What follows belongs to an exercise in optimizing a design on an open flow for small area; a production flow would make more cautious choices. Function was checked by simulation only, so behaviour that the tests miss may differ from the original. Power is estimated from default activity; no workload was simulated.

[flow/run.sh]
#!/bin/bash
# synth_recipe.tcl (not shown) runs the flow's synth.tcl, then flattens the netlist and writes it again
# the make line also repeats each setting of config.mk as NAME=value (left out here)
make -C /OpenROAD-flow-scripts/flow DESIGN_CONFIG=/design/flow/config.mk WORK_HOME=/design/flow/orfs CLKGATE_MAP_FILE= SYNTH_SCRIPT=/design/flow/synth_recipe.tcl finish
[flow/config.mk]
export PLATFORM = sky130hd
export DESIGN_NAME = axi_rt_budget_ctrl
export DESIGN_NICKNAME = axi_rt_budget_ctrl
export VERILOG_FILES = /design/flow/design.v
export SDC_FILE = /design/flow/constraint.sdc
export NUM_CORES = 4
export LEC_CHECK = 0
export CAP_MARGIN = 20
export CORE_AREA = 2.3 2.72 197.7 577.3
export DIE_AREA = 0 0 200 580
export SLEW_MARGIN = 20
[flow/constraint.sdc]
create_clock -name core_clock -period 10.0 [get_ports {clk_i}]
set_input_delay 2.0000 -clock core_clock [delete_from_list [all_inputs] [get_ports {clk_i}]]
set_output_delay 2.0000 -clock core_clock [all_outputs]
set_load 0.01 [all_outputs]
[flow/design.v]
package axi_rt_pkg;
    localparam int unsigned BudgetWidth = 32;
    localparam int unsigned PeriodWidth = 32;
    localparam int unsigned BeatsWidth  = 9;
    localparam int unsigned OvrWidth    = 8;
    typedef logic [BudgetWidth-1:0] budget_t;
    typedef logic [PeriodWidth-1:0] period_t;
    typedef logic [BeatsWidth-1:0]  beats_t;
    typedef logic [OvrWidth-1:0]    ovr_t;
    typedef struct packed {
        budget_t budget;
        period_t period;
    } rt_cfg_t;
    function automatic budget_t sat_sub(budget_t a, beats_t b);
        budget_t bz;
        bz = budget_t'(b);
        sat_sub = (a > bz) ? a - bz : '0;
    endfunction
endpackage
module axi_rt_budget_cnt
(
    input  logic    clk_i,
    input  logic    rst_ni,
    input  logic    enable_i,
    input  axi_rt_pkg::rt_cfg_t shadow_i,
    input  logic    commit_i,
    input  logic    zero_i,
    input  logic    req_i,
    input  axi_rt_pkg::beats_t  beats_i,
    input  logic    ovr_clear_i,
    output logic    ready_o,
    output axi_rt_pkg::budget_t budget_left_o,
    output axi_rt_pkg::period_t period_left_o,
    output axi_rt_pkg::ovr_t    overrun_o,
    output logic    pending_o,
    output logic    ovr_evt_o
);
    axi_rt_pkg::rt_cfg_t cfg_q;
    axi_rt_pkg::budget_t budget_q, budget_d, next_budget, sub_a;
    axi_rt_pkg::period_t period_q, period_d, next_period;
    axi_rt_pkg::ovr_t    ovr_q, ovr_d;
    axi_rt_pkg::beats_t  sub_b;
    logic [axi_rt_pkg::BudgetWidth:0] diff;
    logic    pending_q, pending_d, stall_q, stall_d;
    logic    restricted, ge, accept, stall, wrap, reload, ovr_evt, cfg_zero;
    assign restricted = enable_i && (period_q != '0);
    assign ge         = budget_q >= axi_rt_pkg::budget_t'(beats_i);
    assign ready_o    = !restricted || ge;
    assign accept     = req_i && restricted && ge;
    assign stall      = req_i && restricted && !ge;
    assign wrap       = enable_i && (period_q == axi_rt_pkg::period_t'(1));
    assign reload     = !restricted || wrap;
    assign ovr_evt    = wrap && (stall_q || stall);
    assign cfg_zero    = zero_i && !pending_q;
    assign next_budget = cfg_zero ? '0 : cfg_q.budget;
    assign next_period = cfg_zero ? '0 : cfg_q.period;
    assign sub_a    = reload ? next_budget : budget_q;
    assign sub_b    = accept ? beats_i : '0;
    assign diff     = {1'b0, sub_a} - {{(axi_rt_pkg::BudgetWidth+1-axi_rt_pkg::BeatsWidth){1'b0}}, sub_b};
    assign budget_d = diff[axi_rt_pkg::BudgetWidth] ? '0 : diff[axi_rt_pkg::BudgetWidth-1:0];
    assign period_d  = reload ? next_period : period_q - axi_rt_pkg::period_t'(1);
    assign pending_d = commit_i || (pending_q && !reload);
    assign stall_d   = !reload && (stall_q || stall);
    always_comb begin
        if (ovr_clear_i)                  ovr_d = '0;
        else if (ovr_evt && ovr_q != '1)  ovr_d = ovr_q + axi_rt_pkg::ovr_t'(1);
        else                              ovr_d = ovr_q;
    end
    always_ff @(posedge clk_i) begin
        if (commit_i) cfg_q <= shadow_i;
    end
    always_ff @(posedge clk_i or negedge rst_ni) begin
        if (!rst_ni) begin
            pending_q <= 1'b0;
            budget_q  <= '0;
            period_q  <= '0;
            stall_q   <= 1'b0;
            ovr_q     <= '0;
        end else begin
            pending_q <= pending_d;
            budget_q  <= budget_d;
            period_q  <= period_d;
            stall_q   <= stall_d;
            ovr_q     <= ovr_d;
        end
    end
    assign budget_left_o = budget_q;
    assign period_left_o = period_q;
    assign overrun_o     = ovr_q;
    assign pending_o     = pending_q;
    assign ovr_evt_o     = ovr_evt;
endmodule
module axi_rt_budget_ctrl
#(
    parameter int unsigned NumChannels = 2,
    parameter int unsigned NumRegions  = 4,
    localparam int unsigned RegW = (NumRegions > 1) ? $clog2(NumRegions) : 1,
    localparam int unsigned NCR  = NumChannels * NumRegions
) (
    input  logic                        clk_i,
    input  logic                        rst_ni,
    input  logic [NCR-1:0]              enable_i,
    input  logic [NCR*axi_rt_pkg::BudgetWidth-1:0]  cfg_budget_i,
    input  logic [NCR*axi_rt_pkg::PeriodWidth-1:0]  cfg_period_i,
    input  logic                        cfg_commit_i,
    output logic                        cfg_pending_o,
    input  logic [NumChannels-1:0]      req_valid_i,
    input  logic [NumChannels*RegW-1:0] req_region_i,
    input  logic [NumChannels*axi_rt_pkg::BeatsWidth-1:0] req_beats_i,
    output logic [NumChannels-1:0]      req_ready_o,
    output logic [NCR*axi_rt_pkg::BudgetWidth-1:0]  budget_left_o,
    output logic [NCR*axi_rt_pkg::PeriodWidth-1:0]  period_left_o,
    output logic [NCR*axi_rt_pkg::OvrWidth-1:0]     overrun_o,
    input  logic                        ovr_clear_i,
    output logic                        irq_o
);
    logic [NCR-1:0] rdy, pend, evt;
    logic zero_q, irq_q;
    always_ff @(posedge clk_i or negedge rst_ni) begin
        if (!rst_ni) begin
            zero_q <= 1'b1;
            irq_q  <= 1'b0;
        end else begin
            zero_q <= zero_q && !pend[0];
            irq_q  <= |evt;
        end
    end
    for (genvar c = 0; c < NumChannels; c++) begin : g_ch
        logic [RegW-1:0] region;
        logic            ready_c;
        assign region = req_region_i[c*RegW +: RegW];
        always_comb begin
            ready_c = 1'b0;
            for (int r = 0; r < NumRegions; r++)
                if (region == RegW'(r)) ready_c = rdy[c*NumRegions + r];
        end
        assign req_ready_o[c] = ready_c;
        for (genvar r = 0; r < NumRegions; r++) begin : g_rg
            localparam int unsigned I = c*NumRegions + r;
            axi_rt_pkg::rt_cfg_t shadow;
            assign shadow.budget = cfg_budget_i[I*axi_rt_pkg::BudgetWidth +: axi_rt_pkg::BudgetWidth];
            assign shadow.period = cfg_period_i[I*axi_rt_pkg::PeriodWidth +: axi_rt_pkg::PeriodWidth];
            axi_rt_budget_cnt u_cnt (
                .clk_i        (clk_i),
                .rst_ni       (rst_ni),
                .enable_i     (enable_i[I]),
                .shadow_i     (shadow),
                .commit_i     (cfg_commit_i),
                .zero_i       (zero_q),
                .req_i        (req_valid_i[c] && (region == RegW'(r))),
                .beats_i      (req_beats_i[c*axi_rt_pkg::BeatsWidth +: axi_rt_pkg::BeatsWidth]),
                .ovr_clear_i  (ovr_clear_i),
                .ready_o      (rdy[I]),
                .budget_left_o(budget_left_o[I*axi_rt_pkg::BudgetWidth +: axi_rt_pkg::BudgetWidth]),
                .period_left_o(period_left_o[I*axi_rt_pkg::PeriodWidth +: axi_rt_pkg::PeriodWidth]),
                .overrun_o    (overrun_o[I*axi_rt_pkg::OvrWidth +: axi_rt_pkg::OvrWidth]),
                .pending_o    (pend[I]),
                .ovr_evt_o    (evt[I])
            );
        end
    end
    assign cfg_pending_o = |pend;
    assign irq_o         = irq_q;
endmodule
==> results of run 1 <==
==> tightest hold or removal path: stages (launching register included) <==
cell and delay (ns):
edfxtp_1 0.32, nand3_1 0.05, o21ai_0 0.06
==> power breakdown <==
group	switching, W	internal (W)	total, W
clock network	0.00180	0.00206	0.00386
logic	0.00191	0.00162	0.00353
registers	0.000660	0.00534	0.00600
total	0.00437	0.00902	0.0134
==> worst paths after layout <==
| kind | endpoint | slack (ns) | depth (start not counted) |
|---|---|---|---|
| setup / recovery | req_ready_o[1] | 2.60 | 10 |
| hold / removal | g_ch[0].g_rg[2].u_cnt.period_q[13] | 0.46 | 2 |
| setup reg to reg | g_ch[1].g_rg[0].u_cnt.budget_q[8] | 3.09 | 17 |
| hold reg to reg | g_ch[0].g_rg[2].u_cnt.period_q[13] | 0.46 | 2 |
| max in group asynchronous | g_ch[1].g_rg[0].u_cnt.period_q[6] | 6.50 | 3 |
| min in group asynchronous | g_ch[0].g_rg[0].u_cnt.period_q[30] | 1.29 | 1 |
==> through the flow <==
stage	cells	power, W	util	hold slack [ns]
floorplan	5457	0.00750	-	0.435
global placement	7881	0.00948	0.615	0.438
detailed placement	7881	0.00954	0.615	0.456
CTS	8054	0.0134	0.643	0.469
global route	8078	0.0139	0.643	0.494
finish	8084	0.0134	0.643	0.464
==> registers in the layout, summed over array words and instances (netlist names) <==
signal	cells
g_ch.g_rg.u_cnt.cfg_q	512
g_ch.g_rg.u_cnt.budget_q	256
g_ch.g_rg.u_cnt.period_q	256
g_ch.g_rg.u_cnt.ovr_q	64
g_ch.g_rg.u_cnt.pending_q	8
g_ch.g_rg.u_cnt.stall_q	8
irq_q	1
zero_q	1
==> kinds of logic after synthesis <==
kind of cell,after synthesis,synth area share
and+or+nand+nor,2276,0.199
DFF,1106,0.539
AOI/OAI and AO/OA,1045,0.113
xor gates and xnor gates,394,0.0615
buffers and inverters,340,0.0237
adders and majority gates,216,0.0493
muxes,80,0.0147
==> cells in the mapped netlist, types with 45 or more instances <==
master	count	area share
a31oi_1	46	0.0051
nor4_1	105	0.012
dfrtp_1	593	0.26
nand2b_1	58	0.0065
clkbuf_1	186	0.012
nor3_1	176	0.016
inv_1	92	0.0062
nor2_1	432	0.029
mux2i_1	59	0.011
a21oi_1	286	0.026
nand3_1	460	0.041
and2_1	45	0.0050
nand2_1	597	0.040
xnor2_1	250	0.039
xor2_1	144	0.022
or3_1	67	0.0075
ha_1	208	0.046
o21ai_0	407	0.036
or4_1	70	0.0094
and3_1	104	0.012
edfxtp_1	512	0.27
==> area by class of cell <==
| cell class | count | area share |
|---|---|---|
| Timing Repair Buffer | 1181 | 0.163 |
| Inverter | 92 | 0.00479 |
| Clock inverter | 53 | 0.00724 |
| Sequential cell | 1106 | 0.420 |
| Tap cell | 1491 | 0.0259 |
| Multi-Input combinational cell | 4011 | 0.342 |
| Clock buffer | 120 | 0.0357 |
| Antenna cell | 30 | 0.00104 |
==> routing by layer <==
metal,share of wire,vias to the layer above,global-route usage
li1,-,21863,-
met1,0.34,23525,0.395
met2,0.48,2180,0.604
met3,0.11,491,0.130
met4,0.072,30,0.244
met5,0.00084,-,0
==> cells in the final DEF, fill, tap and decap left out, types with 67 or more instances in the layout <==
cell	instances
and3_1	104
nand3_1	460
nor4_1	104
xor2_1	144
edfxtp_1	512
o21ai_0	407
xnor2_1	250
a21oi_1	285
clkdlybuf4s50_1	1124
or4_1	70
nor2_1	431
clkbuf_16	96
ha_1	208
or3_1	67
inv_1	92
nand2_1	597
nor3_1	176
dfrtp_1	593
==> summary.md, run 1 <==
| Metric | Value |
|---|---|
| Die Area | 0.116 sq mm |
| CP bufs+invs | 3 |
| Drt drc | 0 |
| Reg clk slew, reported paths | approximately 0.070 ns |
| Layout Nets | roughly 7300 |
| Global placement routability congestion | between 0.9 and 1 |
| RR Startpoint | g_ch[1].g_rg[0].u_cnt.period_q[20] |
| TritonCTS Buffers | 94 |
| Starting Density | 0.501 |
| Max Freq | 135 MHz |
| Area added between synthesis and finish | 28.4% |
| Number of nets with antenna violations after routing | 0 |
| Gate Count Post-Synth | 5457 |
| Post-CTS Hold Fix Bufs | 0 |
| Post-Syn Nets | 6221 |
| Synth Register Bits | approximately 1100 |
| Status | complete, no violations |
| Pwr dens | 186 mW/mm^2 |
| Io pins | 1128 |
| Static leakage | 28.1 nW |
| Final setup viols | 0 |
| DRT Pass-1 Iters | 5 |
| Sequential Area | 0.0302 sq mm |
| Synth cell types | 94 |
| Final setup margin | 2.60 ns |
| Post-Syn Area | 0.0561 sq mm |
| Via count | a little under 50000 |
| Vias in the first global route | 47898 |
| Register area share after synthesis | 0.539 |
| Die height | 580 um |
| Max-slew violation count | 0 |
| Bufs on Longest Clock Path | 3 |
| First-pass GRT wire length | 314000 um |
| Critical path fanouts, max | 5 |
| Fin Setup TNS | 0 ns |
| Fraction of registers with async set/reset | 0.537 |
| Ys flop type | dfrtp_1 |
| Slew of the pin with the lowest slew margin | 1.20 ns |
| Die Width | roughly 200 um |
| DP Area | 0.0688 sq mm |
| Core ar. | 0.112 sq mm |
| Initial antenna violation count | 48 |
| H-tree depth | 3 |
| Startpoint types | input port |
| Postcts setup bufs | 0 |
| Layout cells sized above 1 | 0.0443 |
| Worst skew pair latency | ~0.71 ns |
| Worst min path class | register to register |
| Post-detail-place hpwl | 164000 um |
| GRT overflow | 0 |
| Final Skew | 0.0250 ns |
| Hold Startpoint | g_ch[0].g_rg[2].u_cnt.cfg_q[13] |
| RSZ-0062 raised after global routing | false |
| Final period utilization | 0.740 |
| CTS tree | done |
| Crit-path most repeated cell | clkdlybuf4s50_1 |
| WP data required | 8.00 ns |
| CTS Root Cell | clkbuf_16 |
| Pre-CTS WS | roughly 2.1 ns |
| Final Hold Fails | 0 |
| Period minus WS final | 7.40 ns |
| CP endpoint kind | primary output |
| VDD IR max | 0.182 mV |
| Multi-input gate area | ~0.025 sq mm |
| IO Port Bufs | 1127 |
| Critical path type | input port to primary output |
| Worst setup startpoint | req_beats_i[15] |
| Post_cts resized | 0 |
| CP delay by family, top | buffers and inverters |
| Slew HR | 0.193 |
| Post-route cell area | 0.0720 sq mm |
| Gr usage total | 0.368 |
| DR WL/cell | 26.8 um |
| CP max stage delay | 0.70 ns |
| Largest net degree at the start of global routing | 153 |
| Routed WL | ~220000 um |
| Vias/cell | 5.95 |
| Detailed Route Iter0 Violations | roughly 3200 |
| CP max stage cell | clkdlybuf4s50_1 |
| Yosys warning total | 2 |
| CTS sink cnt | 1106 |
| Number of synthesized flops with an enable pin | about 500 |
| CP Cell Sequence | clkdlybuf4s50_1 > inv_1 > ha_1 > o211a_1 > o21ai_0 > or4b_2 > a31oi_1 > and4b_1 > o31ai_1 > clkdlybuf4s50_1 |
| Fillers | approximately 9000 |
| Reported max-cap violation count | 0 |
| WP data arrival | 5.40 ns |
| Rows | 211 |
| Mean Syn Cell Area | 10.3 sq um |
==> run 2: changes to the inputs <==
--- a/flow/config.mk
+++ b/flow/config.mk
@@ -6,6 +6,6 @@
 export NUM_CORES = 4
 export LEC_CHECK = 0
 export CAP_MARGIN = 20
-export CORE_AREA = 2.3 2.72 197.7 577.3
-export DIE_AREA = 0 0 200 580
+export CORE_MARGIN = 2
+export CORE_UTILIZATION = 60
 export SLEW_MARGIN = 20
==> summary.md, run 2 <==
| Metric | Value |
|---|---|
| Fraction of registers with async set/reset | 0.537 |
| Gate Count Post-Synth | 5457 |
| Die Width | 310 um |
| Synth cell types | 94 |
| Largest family of logic cells by synthesized area | simple AND/OR/NAND/NOR gates |
| Most frequent cell after synthesis | nand2_1 |
| Synth Area in Simple Gates | 0.199 |
| Stopping stage | 3_2_place_iop |
| Xor-xnor portion of the synthesized cell area | 0.0615 |
| Post-Syn Area | roughly 0.056 sq mm |
| Mean Syn Cell Area | 10.3 sq um |
| Error | [ERROR PPL-0024] Number of IO pins (1128) exceeds maximum number of available positions (1118). Increase the die perimeter from 1238.94um to 1534.08um. |
| Synth Register Bits | 1106 |
| Starting Density | 0.604 |
| Yosys warning total | 2 |
| Post-Syn Nets | 6221 |
| Register area share after synthesis | 0.539 |
| Number of synthesized flops with an enable pin | just over 500 |
| Post-synth top cells | nand2_1 (597), dfrtp_1 (593), edfxtp_1 (512), nand3_1 (460), nor2_1 (432) |
| Post-Synth Adder-Cell Area | 0.0493 |
| Area fraction of the dominant cell type after synthesis | 0.274 |
| Ys flop type | dfrtp_1 |
| Compound-Gate Fraction of Synth Area | 0.113 |
| Die height | 310 um |
| Post-synth top area cell | edfxtp_1 |
| Status | did not finish |
| Area contributors post-synth | edfxtp_1 (27%), dfrtp_1 (26%), ha_1 (4.6%) |
| Rows | 112 |
| Post-synthesis mux area share | 0.0147 |
[run 2: logic make-up after synthesis]
logic type | Yosys count
and+or+nand+nor | 2276
DFF | 1106
AOI/OAI and AO/OA | 1045
xor gates and xnor gates | 394
buffers and inverters | 340
adders and majority gates | 216
muxes | 80
==> run 3: changes to the inputs <==
--- a/flow/config.mk
+++ b/flow/config.mk
@@ -7,5 +7,5 @@
 export LEC_CHECK = 0
 export CAP_MARGIN = 20
 export CORE_MARGIN = 2
-export CORE_UTILIZATION = 60
+export CORE_UTILIZATION = 40
 export SLEW_MARGIN = 20
==> summary.md, run 3 <==
| Metric | Value |
|---|---|
| Max reg flops | 512 |
| Post-synth top cells | nand2_1 (597), dfrtp_1 (593), edfxtp_1 (512), nand3_1 (460), nor2_1 (432) |
| Synth Register Bits | 1106 |
| Number of synthesized flops with an enable pin | slightly above 500 |
| Slew HR | 0.187 |
| Critical path fanouts, max | 5 |
| Startpoint types | input port |
| Most common cell after layout, fill and taps aside | clkdlybuf4s50_1 |
| Largest register by flop count | g_ch.g_rg.u_cnt.cfg_q |
| Final period utilization | 0.753 |
| Layout Nets | 7291 |
| Gate Count Post-Synth | 5457 |
| Most frequent cells in the layout | clkdlybuf4s50_1 (1124), nand2_1 (597), dfrtp_1 (593) |
| Via count | 48001 |
| Vias in the first global route | 46370 |
| Slew of the pin with the lowest slew margin | 1.22 ns |
| Post-Syn Nets | 6221 |
| Routed WL | 216000 um |
| Final setup viols | 0 |
| WP data required | 8.00 ns |
| Post-route cell area | 0.0735 sq mm |
| Critical path type | input port to primary output |
| Fraction of registers with async set/reset | 0.537 |
| Post-detail-place hpwl | 162000 um |
| Io pins | 1128 |
| CP delay by family, top | buffers and inverters |
| CP max stage delay | a little under 0.7 ns |
| H-tree depth | 4 |
| Post-Syn Area | 0.0561 sq mm |
| Final Hold Fails | 0 |
| Crit-path most repeated cell | clkdlybuf4s50_1 |
| TritonCTS Buffers | 131 |
| Initial antenna violation count | 52 |
| Global placement routability congestion | between 0.9 and 1 |
| Pre-CTS WS | 2.16 ns |
| Most frequent cell after synthesis | nand2_1 |
| Synth cell types | 94 |
| Post_cts resized | 0 |
| CP bufs+invs | 3 |
| Die Width | 378 um |
| First-pass GRT wire length | ~310000 um |
| R2R setup slack | roughly 3.7 ns |
| Max Freq | 133 MHz |
| Postcts setup bufs | 0 |
| Static leakage | 28.6 nW |
| Worst min path class | register to register |
| DP Area | roughly 0.07 sq mm |
| DR WL/cell | 25.3 um |
| Ys flop type | dfrtp_1 |
| DRT Pass-1 Iters | 5 |
| Largest net degree at the start of global routing | 151 |
| Vias/cell | 5.61 |
| Post-synth top area cell | edfxtp_1 |
| CTS sink cnt | 1106 |
| Drt drc | 0 |
| Post-CTS Hold Fix Bufs | 0 |
| CTS Root Cell | clkbuf_16 |
| WP data arrival | 5.53 ns |
| Period minus WS final | between 7 and 8 ns |
| Max-slew violation count | 0 |
| Area added between synthesis and finish | 31.1% |
| Final Skew | 0.0308 ns |
| Area fraction of the dominant cell type after synthesis | 0.274 |
| RSZ-0062 raised after global routing | false |
| CP endpoint kind | primary output |
| Register area share after synthesis | 0.539 |
| GRT overflow | 0 |
| Gr usage total | 0.293 |
| Yosys warning total | 2 |
| Die height | 378 um |
| Final setup margin | 2.47 ns |
| Reported max-cap violation count | 0 |
| Die Area | 0.143 sq mm |
| Layout cells sized above 1 | 0.0487 |
| Pwr dens | 192 mW/mm^2 |
| Status | complete, no violations |
| IO Port Bufs | 1127 |
| Fin util | 0.528 |
| Reg clk slew, reported paths | 0.06 ns |
| Rows | 137 |
| VDD IR max | between 0.15 and 0.2 mV |
| Area contributors post-synth | edfxtp_1 (27%), dfrtp_1 (26%), ha_1 (4.6%) |
| Worst skew pair latency | 0.76 ns |
| Number of nets with antenna violations after routing | 0 |
| Starting Density | 0.402 |
| CP Cell Sequence | clkdlybuf4s50_1 > inv_1 > ha_1 > a211oi_1 > nand3_1 > nor4_1 > a32oi_1 > o21ai_0 > a41oi_1 > clkdlybuf4s50_1 |
| Design Power | 0.0141 W |
| Detailed Route Iter0 Violations | between 3000 and 4000 |
| CP max stage cell | clkdlybuf4s50_1 |
| Mean Syn Cell Area | between 10 and 15 sq um |
| Core ar. | roughly 0.14 sq mm |
| Fin Setup TNS | 0 ns |
| Top flop regs | g_ch.g_rg.u_cnt.cfg_q (512), g_ch.g_rg.u_cnt.budget_q (256), g_ch.g_rg.u_cnt.period_q (256) |
| CTS tree | done |
| Bufs on Longest Clock Path | 3 |
-- run 3: metrics by stage --
stage / hold slack (ns) / instances
after floorplan: 0.435 / 5457
after global placement: 0.448 / 8268
after detailed placement: 0.456 / 8269
after CTS: 0.470 / 8510
after global routing: 0.488 / 8546
final: 0.468 / 8550
-- run 3: final cells by class --
cell class,instances,area [sq um]
Sequential cell,1106,30200
Clock inverter,54,415
Antenna cell,39,97.6
Multi-Input combinational cell,4011,24700
Timing Repair Buffer,1185,11800
Fill cell,12413,65800
Inverter,92,345
Clock buffer,187,3630
Tap cell,1876,2350
-- run 3: kinds of logic (layout without fill, tap and decap cells) --
kind of cell,count (synthesis),after routing,synth area share
buffers and inverters,340,1518,0.0237
xor gates and xnor gates,394,394,0.0615
other,0,39,0
AOI/OAI and AO/OA,1045,1045,0.113
and+or+nand+nor,2276,2276,0.199
DFF,1106,1106,0.539
adders and majority gates,216,216,0.0493
muxes,80,80,0.0147
-- run 3: metal layers --
metal  vias up  share of wire  track usage
li1      22036              -            -
met1     23617           0.40        0.366
met2      1882           0.47        0.462
met3       438          0.081       0.0753
met4        28          0.056        0.159
met5         -        0.00088            0
-- run 3: worst paths after layout --
check                                                   startpoint  depth (start not counted)                            endpoint
worst max register to register  g_ch[0].g_rg[1].u_cnt.period_q[16]                         17   g_ch[0].g_rg[1].u_cnt.budget_q[4]
worst max-delay path                                req_beats_i[8]                         10                      req_ready_o[0]
min in group asynchronous                                   rst_ni                          1   g_ch[0].g_rg[0].u_cnt.period_q[0]
worst min register to register     g_ch[0].g_rg[0].u_cnt.cfg_q[25]                          2  g_ch[0].g_rg[0].u_cnt.period_q[25]
worst min-delay path               g_ch[0].g_rg[0].u_cnt.cfg_q[25]                          2  g_ch[0].g_rg[0].u_cnt.period_q[25]
max in group asynchronous                                   rst_ni                          3  g_ch[1].g_rg[0].u_cnt.period_q[11]
-- run 3: worst min-delay path, cell delays in order, from the launching register on --
cell	delay [ns]
edfxtp_1	0.32
nand3_1	0.05
o21ai_0	0.06
-- run 3: power breakdown --
part	internal [W]	leakage [nW]	switching, W
clock network	0.00262	1.97	0.00200
logic	0.00162	14.3	0.00186
registers	0.00535	12.3	0.000669
total	0.00959	28.6	0.00452
==> run 4: changes to the inputs <==
--- a/flow/design.v
+++ b/flow/design.v
@@ -35,32 +35,49 @@
     output logic    pending_o,
     output logic    ovr_evt_o
 );
+    localparam int unsigned BW = axi_rt_pkg::BudgetWidth;
+    localparam int unsigned PW = axi_rt_pkg::PeriodWidth;
+    localparam int unsigned NW = axi_rt_pkg::BeatsWidth;
     axi_rt_pkg::rt_cfg_t cfg_q;
-    axi_rt_pkg::budget_t budget_q, budget_d, next_budget, sub_a;
-    axi_rt_pkg::period_t period_q, period_d, next_period;
+    logic [BW-1:0] budget_q, budget_d, sub_a, sub_d;
+    logic [PW-1:0] period_q, period_d, dec;
     axi_rt_pkg::ovr_t    ovr_q, ovr_d;
-    axi_rt_pkg::beats_t  sub_b;
-    logic [axi_rt_pkg::BudgetWidth:0] diff;
+    logic [NW-1:0] sub_b;
+    logic [NW:0]   sub_lo;
+    logic [BW-NW:0] bw;
+    logic [PW:0]    pz;
     logic    pending_q, pending_d, stall_q, stall_d;
-    logic    restricted, ge, accept, stall, wrap, reload, ovr_evt, cfg_zero;
-    assign restricted = enable_i && (period_q != '0);
-    assign ge         = budget_q >= axi_rt_pkg::budget_t'(beats_i);
+    logic    nz, one, restricted, ge, accept, stall, wrap, reload, ld, run, ovr_evt;
+    assign pz[0] = 1'b1;
+    for (genvar i = 0; i < PW; i++) begin : g_dec
+        assign pz[i+1] = pz[i] & ~period_q[i];
+        assign dec[i]  = period_q[i] ^ pz[i];
+    end
+    assign nz  = !pz[PW];
+    assign one = period_q[0] && (period_q[PW-1:1] == '0);
+    assign restricted = enable_i && nz;
+    assign ge         = (|budget_q[BW-1:NW]) || (budget_q[NW-1:0] >= beats_i);
     assign ready_o    = !restricted || ge;
     assign accept     = req_i && restricted && ge;
     assign stall      = req_i && restricted && !ge;
-    assign wrap       = enable_i && (period_q == axi_rt_pkg::period_t'(1));
-    assign reload     = !restricted || wrap;
+    assign wrap       = enable_i && one;
+    assign run        = restricted && !one;
+    assign reload     = !run;
+    assign ld         = reload && !(zero_i && !pending_q);
     assign ovr_evt    = wrap && (stall_q || stall);
-    assign cfg_zero    = zero_i && !pending_q;
-    assign next_budget = cfg_zero ? '0 : cfg_q.budget;
-    assign next_period = cfg_zero ? '0 : cfg_q.period;
-    assign sub_a    = reload ? next_budget : budget_q;
-    assign sub_b    = accept ? beats_i : '0;
-    assign diff     = {1'b0, sub_a} - {{(axi_rt_pkg::BudgetWidth+1-axi_rt_pkg::BeatsWidth){1'b0}}, sub_b};
-    assign budget_d = diff[axi_rt_pkg::BudgetWidth] ? '0 : diff[axi_rt_pkg::BudgetWidth-1:0];
-    assign period_d  = reload ? next_period : period_q - axi_rt_pkg::period_t'(1);
-    assign pending_d = commit_i || (pending_q && !reload);
-    assign stall_d   = !reload && (stall_q || stall);
+    assign sub_a  = ld ? cfg_q.budget : budget_q;
+    assign sub_b  = accept ? beats_i : '0;
+    assign sub_lo = {1'b0, sub_a[NW-1:0]} - {1'b0, sub_b};
+    assign bw[0]  = sub_lo[NW];
+    for (genvar i = 0; i < BW-NW; i++) begin : g_sub
+        assign bw[i+1]     = bw[i] & ~sub_a[NW+i];
+        assign sub_d[NW+i] = sub_a[NW+i] ^ bw[i];
+    end
+    assign sub_d[NW-1:0] = sub_lo[NW-1:0];
+    assign budget_d = bw[BW-NW] ? '0 : sub_d;
+    assign period_d  = ({PW{run}} & dec) | ({PW{ld}} & cfg_q.period);
+    assign pending_d = commit_i || (pending_q && run);
+    assign stall_d   = run && (stall_q || stall);
     always_comb begin
         if (ovr_clear_i)                  ovr_d = '0;
         else if (ovr_evt && ovr_q != '1)  ovr_d = ovr_q + axi_rt_pkg::ovr_t'(1);
--- a/flow/config.mk
+++ b/flow/config.mk
@@ -6,6 +6,6 @@
 export NUM_CORES = 4
 export LEC_CHECK = 0
 export CAP_MARGIN = 20
-export CORE_MARGIN = 2
-export CORE_UTILIZATION = 40
+export CORE_AREA = 2.3 2.72 197.7 577.3
+export DIE_AREA = 0 0 200 580
 export SLEW_MARGIN = 20
==> summary.md, run 4 <==
| Metric | Value |
|---|---|
| Drt drc | 0 |
| Met1 Wirelength | 64400 um |
| Layout Nets | 6944 |
| Pwr dens | 176 mW/mm^2 |
| Final cell count without fillers | 7419 |
| Number of nets with antenna violations after routing | 0 |
| Bufs on Longest Clock Path | 3 |
| Met3 WL post-DR | 20700 um |
| First-pass GRT wire length | 278000 um |
| Logic pwr share | 0.299 |
| Status | finished with violations |
| Max reg flops | 512 |
| Global placement routability congestion | between 0.9 and 1 |
| Fin Setup TNS | -224.62 ns |
| Sw Pwr | 0.00425 W |
| WP data arrival | ~12 ns |
| Die Width | around 200 um |
| Reported max-cap violation count | 0 |
| Die Area | 0.116 sq mm |
| Number of synthesized flops with an enable pin | 512 |
| Startpoint types | register |
| Layout cells sized above 1 | 0.244 |
| DR WL/cell | roughly 26 um |
| Fraction of registers with async set/reset | 0.537 |
| VDD IR max | between 0.15 and 0.2 mV |
| Gate Count Post-Synth | ~4300 |
| Sw frac | 0.306 |
| Vias/cell | 5.42 |
| Post-Syn Area | 0.0513 sq mm |
| Initial antenna violation count | 64 |
| Critical path type | register to register |
| Internal Power | ~0.0096 W |
| Post-synth top area cell | edfxtp_1 |
| Period minus WS final | 11.06 ns |
| Synth cell types | 77 |
| Most frequent cells in the layout | clkdlybuf4s50_1 (1124), dfrtp_1 (593), edfxtp_1 (512) |
| Register area share after synthesis | 0.590 |
| Sequential power share | 0.420 |
| H-tree depth | 3 |
| Post-route cell area | 0.0788 sq mm |
| CP endpoint kind | register |
| Largest register by flop count | g_ch.g_rg.u_cnt.cfg_q |
| Pre-CTS WS | -1.15 ns |
| Largest family of logic cells by synthesized area | adder cells |
| WP data required | between 10 and 15 ns |
| Io pins | 1128 |
| Routed length on met2 | 95600 um |
| Power share of the clock group | 0.281 |
| Rows | 211 |
| Slew of the pin with the lowest slew margin | about 1.1 ns |
| CP max stage cell | dfrtp_1 |
| Post-synth top cells | dfrtp_1 (593), ha_1 (568), nand2_1 (517), edfxtp_1 (512), inv_1 (350) |
| Routed WL | 195000 um |
| Starting Density | 0.458 |
| DRT Pass-1 Iters | 5 |
| CTS tree | done |
| Worst skew pair latency | about 0.69 ns |
| Via count | 40192 |
| Most frequent cell after synthesis | dfrtp_1 |
| Final setup margin | -1.06 ns |
| Die height | 580 um |
| Highest Signal Layer | met5 |
| Crit-path most repeated cell | ha_4 |
| RSZ-0062 raised after global routing | true |
| Area fraction of the dominant cell type after synthesis | 0.300 |
| DP Area | 0.0719 sq mm |
| Slew HR | 0.252 |
| Xor-xnor portion of the synthesized cell area | 0.00786 |
| Worst min path class | register to register |
| Ys flop type | dfrtp_1 |
| Max Freq | roughly 90 MHz |
| Fillers | 8133 |
| Area added between synthesis and finish | 53.7% |
| Final setup viols | 256 |
| TritonCTS Buffers | 94 |
| Synth Register Bits | 1106 |
| Final period utilization | 1.11 |
| Static leakage | 31.6 nW |
| Post-detail-place hpwl | 147000 um |
| GRT overflow | 0 |
| Post-Syn Nets | 5409 |
| Yosys warning total | 2 |
| IO Port Bufs | 1127 |
| Area contributors post-synth | edfxtp_1 (30%), dfrtp_1 (29%), ha_1 (14%) |
| WHS | 0.449 ns |
| Layout Check Failures | negative setup slack |
| DP Cell Count | 7075 |
| Gr usage total | 0.332 |
| CTS Root Cell | clkbuf_16 |
| Reg clk slew, reported paths | 0.07 ns |
| Post-Synth Adder-Cell Area | 0.142 |
| Final Skew | between 0.02 and 0.025 ns |
| CP max stage delay | about 0.38 ns |
| CTS sink cnt | 1106 |
| Most common cell after layout, fill and taps aside | clkdlybuf4s50_1 |
| Mean Syn Cell Area | 12.0 sq um |
| Top flop regs | g_ch.g_rg.u_cnt.cfg_q (512), g_ch.g_rg.u_cnt.budget_q (256), g_ch.g_rg.u_cnt.period_q (256) |
| Vias in the first global route | 42375 |
| Max-slew violation count | 0 |
| Final Hold Fails | 0 |
| Compound-Gate Fraction of Synth Area | 0.0614 |
| Post-synthesis mux area share | 0.0438 |
| Detailed Route Iter0 Violations | 2187 |
| Largest net degree at the start of global routing | 158 |
| Critical path fanouts, max | 8 |
| Core ar. | 0.112 sq mm |
| Synth Area in Simple Gates | 0.119 |
==> run 4: cell types whose count changed after synthesis, sizes merged, moves of 141 or more <==
cell	before	now
xor2	144	3
inv	92	350
a21oi	286	87
xnor2	250	43
nand3	461	61
ha	208	568
==> run 4: metrics by stage <==
step | util | total power [W]
after floorplan | - | 0.00729
after global placement | 0.643 | 0.00933
after detailed placement | 0.643 | 0.00942
after CTS | 0.690 | 0.0136
after global routing | 0.703 | 0.0145
final | 0.704 | 0.0139
==> run 4: logic make-up after synthesis <==
family                   count (synthesis)
XOR/XNOR                                46
AND/OR/NAND/NOR                       1307
adder cells (fa/ha/maj)                576
buffers and inverters                  484
multiplexers                           221
AO/OA/AOI/OAI                          545
flip-flops                            1106
==> run 4: power groups by stage <==
| stage | registers (W) | logic (W) | clock network (W) |
|---|---|---|---|
| final | 0.00583 | 0.00415 | 0.00390 |
| after global routing | 0.00588 | 0.00447 | 0.00415 |
| after CTS | 0.00582 | 0.00384 | 0.00397 |
| after detailed placement | 0.00590 | 0.00351 | 0 |
| after global placement | 0.00589 | 0.00344 | 0 |
| after floorplan | 0.00591 | 0.00138 | 0 |
==> run 4: layout make-up <==
cell class | count | area (sq um) | share of cell area
timing repair buffer | 1570 | 15400 | 0.195
clock buffer | 128 | 2720 | 0.0345
inverter | 350 | 1320 | 0.0167
sequential | 1106 | 30200 | 0.384
antenna | 32 | 80.1 | 0.00102
tap | 1491 | 1870 | 0.0237
multi-input combinational | 2698 | 26700 | 0.339
clock inverter | 44 | 449 | 0.00570
==> run 4: repair_timing <==
action / in CTS / in global routing
setup endpoints to repair: 256 / 256
resized for setup: 256 / 328
hold buffers: 0 / 0
pin swaps: 73 / 51
buffers inserted: 101 / 26
cloned: 20 / 6
==> run 4: final timing paths <==
path	end	cells after the start	slack, ns	startpoint
setup / recovery	g_ch[0].g_rg[0].u_cnt.budget_q[3]	68	-1.06	g_ch[0].g_rg[0].u_cnt.period_q[1]
hold / removal	g_ch[0].g_rg[2].u_cnt.period_q[25]	2	0.45	g_ch[0].g_rg[2].u_cnt.cfg_q[25]
setup reg to reg	g_ch[0].g_rg[0].u_cnt.budget_q[3]	68	-1.06	g_ch[0].g_rg[0].u_cnt.period_q[1]
hold reg to reg	g_ch[0].g_rg[2].u_cnt.period_q[25]	2	0.45	g_ch[0].g_rg[2].u_cnt.cfg_q[25]
max in group asynchronous	g_ch[0].g_rg[2].u_cnt.period_q[4]	2	7.09	rst_ni
min in group asynchronous	g_ch[1].g_rg[0].u_cnt.budget_q[8]	1	1.34	rst_ni
==> run 4: critical path: cells and delay by family, from the launching register on <==
family          cells  cell delay [ns]
fa+ha+maj          53             8.38
mux                 1             0.33
buf+inv             2             0.23
simple gates        4             0.48
flops               1             0.38
compound gates      8             1.10
==> run 4: metal layers <==
layer,vias to the layer above,track usage
met3,442,0.131
met1,19922,0.337
li1,18220,-
met2,1542,0.564
met4,66,0.200
met5,-,0
==> run 5: changes to the inputs <==
==> flow/flow/run.sh (new file) <==
#!/bin/bash
# Own layout flow: the standard ORFS flow with two changes.
#  1. Synthesis is synth_recipe.tcl unchanged except that the final ABC
#     technology mapping uses flow/abc_map.script (area-oriented mapping).
#     Registers, their names and cell types are untouched (dfflibmap runs
#     before ABC).
#  2. Port buffers use the smallest buffer (buf_1) instead of the default.
# Each tool's full output goes to the ORFS logs under orfs/logs and the
# make output to make_*.log in this folder.
set -euo pipefail
W=$(pwd)
{
  echo "set ::own_abc_script $W/flow/abc_map.script"
  cat <<'TCL'
proc abc {args} {
  set i [lsearch -exact $args -script]
  if { $i >= 0 } { lset args [expr { $i + 1 }] $::own_abc_script }
  yosys abc {*}$args
}
TCL
  cat "$W/synth_recipe.tcl"
} > "$W/own_synth.tcl"

EXTRA=(SYNTH_SCRIPT="$W/own_synth.tcl" "BUFFER_PORTS_ARGS=-buffer_cell sky130_fd_sc_hd__buf_1")
if [[ -f "$W/flow/extra.mk" ]]; then
  while IFS= read -r line; do [[ -n "$line" ]] && EXTRA+=("$line"); done < "$W/flow/extra.mk"
fi
bash "$W/standard.sh" "${EXTRA[@]}" finish > "$W/make_finish.log" 2>&1
==> flow/flow/abc_map.script (new file) <==
&get -n
&st
&dch
&nf -R 1000
&put
==> flow/standard.sh (new file) <==
#!/bin/bash
# synth_recipe.tcl (not shown) runs the flow's synth.tcl, then flattens the netlist and writes it again
# the make line also repeats each setting of config.mk as NAME=value (left out here)
make -C /OpenROAD-flow-scripts/flow DESIGN_CONFIG=/design/flow/config.mk WORK_HOME=/design/flow/orfs CLKGATE_MAP_FILE= SYNTH_SCRIPT=/design/flow/synth_recipe.tcl "${@:-finish}"
removed: flow/run.sh
==> summary.md, run 5 <==
| Metric | Value |
|---|---|
| Pwr dens | 187 mW/mm^2 |
| Hold Startpoint | g_ch[1].g_rg[3].u_cnt.cfg_q[12] |
| M1 GR Usage | 0.330 |
| CP max stage delay | 0.36 ns |
| WP data arrival | 11.88 ns |
| Via count | a little under 40000 |
| Slew HR | 0.317 |
| Number of synthesized flops with an enable pin | 512 |
| Fin Setup TNS | -249.05 ns |
| Vias/cell | 5.35 |
| Mean Syn Cell Area | 12.5 sq um |
| Drt drc | 0 |
| Ys flop type | dfrtp_1 |
| Static leakage | 26.9 nW |
| Die Width | 200 um |
| Routing usage on met2 | 0.513 |
| Final Skew | roughly 0.033 ns |
| Vias in the first global route | 41406 |
| WP data required | 10.62 ns |
| Fraction of registers with async set/reset | 0.537 |
| CP max stage cell | dfrtp_1 |
| Layout Nets | 6746 |
| CP endpoint kind | register |
| Reported max-cap violation count | 0 |
| Rows | 211 |
| Routed WL | 183000 um |
| RSZ-0062 raised after global routing | true |
| Top flop regs | g_ch.g_rg.u_cnt.cfg_q (512), g_ch.g_rg.u_cnt.budget_q (256), g_ch.g_rg.u_cnt.period_q (256) |
| Worst setup startpoint | g_ch[0].g_rg[1].u_cnt.period_q[0] |
| Pre-CTS WS | -1.48 ns |
| Fin util | 0.623 |
| Area added between synthesis and finish | 40.3% |
| Io pins | 1128 |
| GRT overflow | 0 |
| Area contributors post-synth | edfxtp_1 (31%), dfrtp_1 (30%), ha_1 (14%) |
| CTS Root Cell | clkbuf_16 |
| Core ar. | 0.112 sq mm |
| Critical path fanouts, max | 7 |
| Bufs on Longest Clock Path | 3 |
| RR Startpoint | g_ch[0].g_rg[1].u_cnt.period_q[0] |
| Critical path type | register to register |
| GR Util met3 | 0.123 |
| Yosys warning total | 2 |
| Max-slew violation count | 0 |
| Final Hold Fails | 0 |
| Final setup margin | -1.26 ns |
| Final period utilization | 1.13 |
| TritonCTS Buffers | 94 |
| Largest net degree at the start of global routing | 150 |
| DRT Pass-1 Iters | 5 |
| DR WL/cell | 25.3 um |
| Layout cells sized above 1 | 0.240 |
| Max reg flops | 512 |
| Area fraction of the dominant cell type after synthesis | 0.309 |
| Post-synth top area cell | edfxtp_1 |
| Starting Density | 0.444 |
| Worst skew pair latency | ~0.7 ns |
| Most common cell after layout, fill and taps aside | buf_1 |
| Reg clk slew, reported paths | 0.07 ns |
| Post-detail-place hpwl | 137000 um |
| Post-synth top cells | dfrtp_1 (593), ha_1 (568), edfxtp_1 (512), nand2_1 (395), nor2_1 (391) |
| Largest register by flop count | g_ch.g_rg.u_cnt.cfg_q |
| VDD IR max | 0.174 mV |
| Post-Syn Nets | 5100 |
| WHS | 0.443 ns |
| Layout Check Failures | negative setup slack |
| Global placement routability congestion | 0.923 |
| Max Freq | about 89 MHz |
| CTS tree | done |
| Gr usage total | 0.312 |
| Most frequent cell after synthesis | dfrtp_1 |
| Initial antenna violation count | 71 |
| Detailed Route Iter0 Violations | between 2000 and 2500 |
| Crit-path most repeated cell | ha_4 |
| H-tree depth | 3 |
| Synth Register Bits | 1106 |
| First-pass GRT wire length | 263000 um |
| Grt peak-use layer | met2 |
| Worst min path class | register to register |
| Register area share after synthesis | 0.608 |
| Die height | 580 um |
| Period minus WS final | between 10 and 15 ns |
| Final setup viols | around 260 |
| Gate Count Post-Synth | between 3000 and 4000 |
| IO Port Bufs | 1127 |
| Most frequent cells in the layout | buf_1 (1124), dfrtp_1 (593), edfxtp_1 (512) |
| Synth cell types | 44 |
| Startpoint types | register |
| CTS sink cnt | 1106 |
| Slew of the pin with the lowest slew margin | 1.02 ns |
| Status | finished with violations |
| Post-Syn Area | between 0.04 and 0.05 sq mm |
| Post-CTS Hold Fix Bufs | 0 |
| Number of nets with antenna violations after routing | 0 |
| Die Area | ~0.12 sq mm |
[run 5: changes by cell type in the layout (fill, tap and decap cells not counted), sizes merged, moves of 17 or more]
cell / before / now
nand2: 517 / 395
clkdlybuf4s50: 1124 / 0
nor2: 321 / 391
nand3: 61 / 38
o21bai: 6 / 25
buf: 437 / 1530
clkinv: 30 / 345
and3: 23 / 43
a21boi: 29 / 7
inv: 353 / 7
or3: 35 / 9
diode: 32 / 49
a21oi: 87 / 107
nor2b: 47 / 17
[run 5: per-layer routing]
layer  part of all wire  up-vias
li1                   -    17638
met1               0.35    19041
met2               0.47     1547
met3               0.11      477
met4              0.073       46
met5             0.0016        -
[run 5: final timing paths]
path	end	slack, ns	depth (start not counted)
setup / recovery	g_ch[0].g_rg[1].u_cnt.budget_q[5]	-1.26	68
hold / removal	g_ch[1].g_rg[3].u_cnt.period_q[12]	0.44	2
setup reg to reg	g_ch[0].g_rg[1].u_cnt.budget_q[5]	-1.26	68
hold reg to reg	g_ch[1].g_rg[3].u_cnt.period_q[12]	0.44	2
max in group asynchronous	g_ch[1].g_rg[0].u_cnt.period_q[18]	6.32	3
min in group asynchronous	g_ch[0].g_rg[2].u_cnt.budget_q[18]	1.40	1
[run 5: timing repair]
action	in CTS	in global routing
gates cloned	21	1
pin swaps	206	94
setup buffers	101	38
endpoints found under the setup margin	256	266
resized for setup	328	215
[run 5: area by class of cell]
cell class              instances  area [sq um]
clock buffers                 125          2560
clock inverters                48           544
flip-flops and latches       1106         30200
inverters                     317          1210
fillers                      9135         42200
diodes                         49           123
multi-input cells            2569         25600
well taps                    1491          1870
repair buffers               1534          7590
[run 5: logic make-up after synthesis]
kind of cell | Yosys count | share of synthesized area
AOI/OAI and AO/OA | 557 | 0.0628
xor gates and xnor gates | 50 | 0.00881
adders and majority gates | 576 | 0.146
buffers and inverters | 319 | 0.0242
DFF | 1106 | 0.608
muxes | 232 | 0.0477
and+or+nand+nor | 1136 | 0.102
[run 5: worst max-delay path: cells and delay by family, from the launching register on]
kind | cells | cell delay (ns)
compound gates | 5 | 0.64
mux | 1 | 0.36
buf+inv | 2 | 0.22
flops | 1 | 0.36
simple gates | 7 | 1.06
fa+ha+maj | 53 | 8.51
[run 5: report_power, final]
part	switching [W]	total [W]	internal, W
clock	0.00180	0.00387	0.00207
combinational	0.00191	0.00336	0.00145
sequential	0.000475	0.00582	0.00535
total	0.00418	0.0131	0.00887
[run 5: through the flow]
step | total power, W | instances | cell area, sq um
after floorplan | 0.00730 | 3976 | 54700
after global placement | 0.00869 | 6872 | 63000
after detailed placement | 0.00877 | 6872 | 63000
after CTS | 0.0129 | 7166 | 68700
after global routing | 0.0137 | 7219 | 69700
final | 0.0131 | 7239 | 69800
==> run 6: changes to the inputs <==
--- a/flow/design.v
+++ b/flow/design.v
@@ -42,9 +42,10 @@
     logic [BW-1:0] budget_q, budget_d, sub_a, sub_d;
     logic [PW-1:0] period_q, period_d, dec;
     axi_rt_pkg::ovr_t    ovr_q, ovr_d;
-    logic [NW-1:0] sub_b;
-    logic [NW:0]   sub_lo;
-    logic [BW-NW:0] bw;
+    logic [NW:0]   gb, lb;
+    logic [BW-NW:0] uz;
+    logic [NW-1:0]  sub_lo;
+    logic           b9;
     logic [PW:0]    pz;
     logic    pending_q, pending_d, stall_q, stall_d;
     logic    nz, one, restricted, ge, accept, stall, wrap, reload, ld, run, ovr_evt;
@@ -53,10 +54,14 @@
         assign pz[i+1] = pz[i] & ~period_q[i];
         assign dec[i]  = period_q[i] ^ pz[i];
     end
-    assign nz  = !pz[PW];
+    assign nz  = |period_q;
     assign one = period_q[0] && (period_q[PW-1:1] == '0);
     assign restricted = enable_i && nz;
-    assign ge         = (|budget_q[BW-1:NW]) || (budget_q[NW-1:0] >= beats_i);
+    assign gb[0] = 1'b0;
+    for (genvar i = 0; i < NW; i++) begin : g_ge
+        assign gb[i+1] = (!budget_q[i] && beats_i[i]) || (!budget_q[i] && gb[i]) || (beats_i[i] && gb[i]);
+    end
+    assign ge         = (|budget_q[BW-1:NW]) || !gb[NW];
     assign ready_o    = !restricted || ge;
     assign accept     = req_i && restricted && ge;
     assign stall      = req_i && restricted && !ge;
@@ -65,16 +70,20 @@
     assign reload     = !run;
     assign ld         = reload && !(zero_i && !pending_q);
     assign ovr_evt    = wrap && (stall_q || stall);
-    assign sub_a  = ld ? cfg_q.budget : budget_q;
-    assign sub_b  = accept ? beats_i : '0;
-    assign sub_lo = {1'b0, sub_a[NW-1:0]} - {1'b0, sub_b};
-    assign bw[0]  = sub_lo[NW];
+    assign sub_a = ld ? cfg_q.budget : budget_q;
+    assign lb[0] = 1'b0;
+    for (genvar i = 0; i < NW; i++) begin : g_lo
+        assign sub_lo[i] = sub_a[i] ^ beats_i[i] ^ lb[i];
+        assign lb[i+1]   = (!sub_a[i] && beats_i[i]) || (!sub_a[i] && lb[i]) || (beats_i[i] && lb[i]);
+    end
+    assign sub_d[NW-1:0] = accept ? sub_lo[NW-1:0] : sub_a[NW-1:0];
+    assign b9    = accept && lb[NW];
+    assign uz[0] = 1'b1;
     for (genvar i = 0; i < BW-NW; i++) begin : g_sub
-        assign bw[i+1]     = bw[i] & ~sub_a[NW+i];
-        assign sub_d[NW+i] = sub_a[NW+i] ^ bw[i];
+        assign uz[i+1]     = uz[i] & ~sub_a[NW+i];
+        assign sub_d[NW+i] = sub_a[NW+i] ^ (b9 & uz[i]);
     end
-    assign sub_d[NW-1:0] = sub_lo[NW-1:0];
-    assign budget_d = bw[BW-NW] ? '0 : sub_d;
+    assign budget_d = (b9 && uz[BW-NW]) ? '0 : sub_d;
     assign period_d  = ({PW{run}} & dec) | ({PW{ld}} & cfg_q.period);
     assign pending_d = commit_i || (pending_q && run);
     assign stall_d   = run && (stall_q || stall);
--- a/flow/flow/run.sh
+++ b/flow/flow/run.sh
@@ -1,10 +1,13 @@
 #!/bin/bash
-# Own layout flow: the standard ORFS flow with two changes.
+# Own layout flow: the standard ORFS flow with these changes.
 #  1. Synthesis is synth_recipe.tcl unchanged except that the final ABC
 #     technology mapping uses flow/abc_map.script (area-oriented mapping).
 #     Registers, their names and cell types are untouched (dfflibmap runs
 #     before ABC).
 #  2. Port buffers use the smallest buffer (buf_1) instead of the default.
+#  3. Any extra make variables listed one per line in flow/extra.mk
+#     (here: no full-adder extraction before ABC, and clock tree settings:
+#     smaller clock buffers, no dummy loads).
 # Each tool's full output goes to the ORFS logs under orfs/logs and the
 # make output to make_*.log in this folder.
 set -euo pipefail
==> flow/flow/abc_map.script (replaced) <==
&get -n
&st
&dch
&nf -R 1000
&put
strash
&get -n
&st
&dch -f
&nf -R 1000
&put
==> flow/flow/extra.mk (new file) <==
ADDER_MAP_FILE=
CTS_ARGS=-sink_clustering_enable -repair_clock_nets -dont_use_dummy_load -buf_list sky130_fd_sc_hd__clkbuf_8 -sink_clustering_size 12 -sink_clustering_max_diameter 50
==> summary.md, run 6 <==
| Metric | Value |
|---|---|
| IO Port Bufs | 1127 |
| Worst min path class | register to register |
| Final setup viols | 0 |
| Yosys warning total | 2 |
| Via count | 37259 |
| Max-slew violation count | 0 |
| Number of nets with antenna violations after routing | 0 |
| Area contributors post-synth | edfxtp_1 (32%), dfrtp_1 (31%), mux2i_1 (5.0%) |
| FF-to-FF path depth | 26 |
| CTS tree | done |
| TritonCTS Buffers | 103 |
| CP Cell Sequence | buf_1 > buf_4 > clkinv_1 > o22ai_1 > o21ai_0 > maj3_1 > maj3_1 > maj3_1 > maj3_1 > maj3_1 > maj3_1 > maj3_1 > or4_1 > nor2_1 > clkinv_1 > a221oi_1 > a41oi_1 > buf_1 |
| Final Skew | 0.0746 ns |
| Static leakage | about 21 nW |
| Worst R2R End | g_ch[1].g_rg[1].u_cnt.budget_q[8] |
| WP data required | about 8.0 ns |
| Critical path fanouts, max | 14 |
| Top flop regs | g_ch.g_rg.u_cnt.cfg_q (512), g_ch.g_rg.u_cnt.budget_q (256), g_ch.g_rg.u_cnt.period_q (256) |
| Die Width | around 200 um |
| Rows | around 210 |
| DP Area | about 0.054 sq mm |
| Core ar. | 0.112 sq mm |
| Io pins | 1128 |
| GRT overflow | 0 |
| Hold Startpoint | g_ch[1].g_rg[2].u_cnt.cfg_q[27] |
| Largest register by flop count | g_ch.g_rg.u_cnt.cfg_q |
| Post-CTS Hold Fix Bufs | 0 |
| Final Hold Fails | 0 |
| Slew HR | 0.258 |
| Most frequent cells in the layout | buf_1 (1124), dfrtp_1 (593), edfxtp_1 (512) |
| Synth cell types | just under 60 |
| Layout cells sized above 1 | 0.0345 |
| VDD IR max | 0.164 mV |
| Register area share after synthesis | 0.633 |
| Global placement routability congestion | 0.943 |
| Max Freq | 111 MHz |
| Fin util | 0.500 |
| Crit-path most repeated cell | maj3_1 |
| Gr usage total | 0.303 |
| Most common cell after layout, fill and taps aside | buf_1 |
| CP endpoint kind | primary output |
| Area fraction of the dominant cell type after synthesis | 0.322 |
| Routed WL | 179000 um |
| Postcts setup bufs | 0 |
| Number of synthesized flops with an enable pin | 512 |
| RR Startpoint | g_ch[1].g_rg[1].u_cnt.period_q[11] |
| Post-synth top area cell | edfxtp_1 |
| Vias/cell | 5.52 |
| Synth Register Bits | about 1100 |
| Layout Nets | 5791 |
| Final period utilization | 0.900 |
| Die Area | 0.116 sq mm |
| CTS sink cnt | between 1000 and 1500 |
| Worst hold stages | 2 |
| Gate Count Post-Synth | approximately 4000 |
| WP data arrival | 7.00 ns |
| CP max stage cell | or4_1 |
| Startpoint types | input port |
| Post_cts resized | 0 |
| Drt drc | 0 |
| Vias in the first global route | 37432 |
| CP max stage delay | 0.56 ns |
| Fin Setup TNS | 0 ns |
| Initial antenna violation count | 57 |
| Post-Syn Area | 0.0478 sq mm |
| RSZ-0062 raised after global routing | false |
| DR WL/cell | 26.5 um |
| CTS Root Cell | clkbuf_8 |
| Hold EP | g_ch[1].g_rg[2].u_cnt.period_q[27] |
| Ys flop type | dfrtp_1 |
| Final cell count without fillers | 6755 |
| Fraction of registers with async set/reset | 0.537 |
| Most frequent cell after synthesis | dfrtp_1 |
| Critical path type | input port to primary output |
| Post-detail-place hpwl | 136000 um |
| DP Cell Count | ~6600 |
| Reg clk slew, reported paths | 0.09 ns |
| Starting Density | 0.427 |
| Detailed Route Iter0 Violations | approximately 2100 |
| Status | complete, no violations |
| Pwr dens | 175 mW/mm^2 |
| R2R setup slack | approximately 2.2 ns |
| First-pass GRT wire length | 254000 um |
| Largest net degree at the start of global routing | 163 |
| H-tree depth | 3 |
| Die height | 580 um |
| Slew of the pin with the lowest slew margin | 1.11 ns |
| Mean Syn Cell Area | between 10 and 15 sq um |
| Period minus WS final | 9.00 ns |
| Post-Syn Nets | 4505 |
| Reported max-cap violation count | 0 |
| Bufs on Longest Clock Path | 3 |
| WHS | approximately 0.43 ns |
| Post-synth top cells | dfrtp_1 (593), edfxtp_1 (512), nor2_1 (375), nand2_1 (362), o21ai_0 (320) |
| Max reg flops | 512 |
| Worst skew pair latency | 0.83 ns |
| Post-route cell area | between 0.05 and 0.06 sq mm |
| Area added between synthesis and finish | 17.1% |
| DRT Pass-1 Iters | 5 |
## run 6: logic make-up after synthesis
kind of cell               synth area share
buffers and inverters               0.00385
DFF                                   0.633
muxes                                0.0548
xor gates and xnor gates             0.0581
and+or+nand+nor                       0.136
adders and majority gates            0.0203
AOI/OAI and AO/OA                    0.0940
## run 6: per-layer routing
metal,global-route usage,vias to the layer above,routed length (um)
met4,0.184,66,12600
met2,0.493,1548,83800
met1,0.319,18291,60800
met5,0,-,427
li1,-,16952,-
met3,0.132,402,21400
## run 6: report_power, final
group	switching, W	internal, W
Combinational	0.00109	0.000586
Clock	0.00155	0.000914
Sequential	0.000418	0.00522
## run 6: critical path, delay by kind of cell
kind	cells	cell delay (ns)
AND/OR/NAND/NOR	2	0.74
AO/OA/AOI/OAI	4	0.80
adder cells (fa/ha/maj)	7	2.58
buffers and inverters	5	0.88
## run 6: worst max path at each step
stage                                                   end  slack, ns             from  cells after the start
after floorplan           g_ch[1].g_rg[0].u_cnt.budget_q[0]      0.006      enable_i[4]                     18
after global placement                       req_ready_o[1]       0.99  req_beats_i[10]                     18
after global routing                         req_ready_o[1]       0.63  req_beats_i[10]                     18
after CTS                                    req_ready_o[1]       0.94  req_beats_i[10]                     18
final                                        req_ready_o[1]        1.0  req_beats_i[10]                     18
after detailed placement                     req_ready_o[1]       0.94  req_beats_i[10]                     18
## run 6: layout make-up
class                      instances  area (sq um)
fill                           10426         56000
sequential                      1106         30200
multi-input combinational       2804         17500
timing repair buffer            1183          4730
tap                             1491          1870
clock buffer                     103          1420
inverter                          45           169
antenna                           23          57.6
## run 6: metrics by stage
| step | power [W] | setup slack (ns) |
|---|---|---|
| after floorplan | 0.00646 | 0.00553 |
| after global placement | 0.00735 | 0.991 |
| after detailed placement | 0.00738 | 0.942 |
| after CTS | 0.00983 | 0.936 |
| after global routing | 0.0102 | 0.631 |
| final | 0.00978 | 0.997 |

what the ideal ports hide:
Ports are ideal in the flow. The routed layouts listed here were re-timed in OpenROAD. Step 1 assumes that a clkbuf_16 drives the clock port and a buf_2 every other input. Step 2 also shifts input and output timing later by t, the mid clock arrival at the registers, as if the neighbouring blocks saw the same clock. Three values: no drivers, after step 1, after step 2; two values: the first two.
run | t (ns) | setup slack, ns | clock arrival spread, ns
run 1 | 0.786 | 2.602 / 2.506 / 2.006 | 0.026 / 0.026
run 3 | 0.824 | 2.474 / 2.390 / 1.931 | 0.030 / 0.030
run 4 | 0.772 | -1.060 / -1.060 / -1.060 | 0.027 / 0.027
run 5 | 0.790 | -1.255 / -1.255 / -1.255 | 0.035 / 0.035
run 6 | 0.872 | 0.997 / 0.907 / 0.907 | 0.077 / 0.076
The setup slack of run 1, which loses most, moves by -0.096 ns with the drivers and by -0.596 ns with both steps.
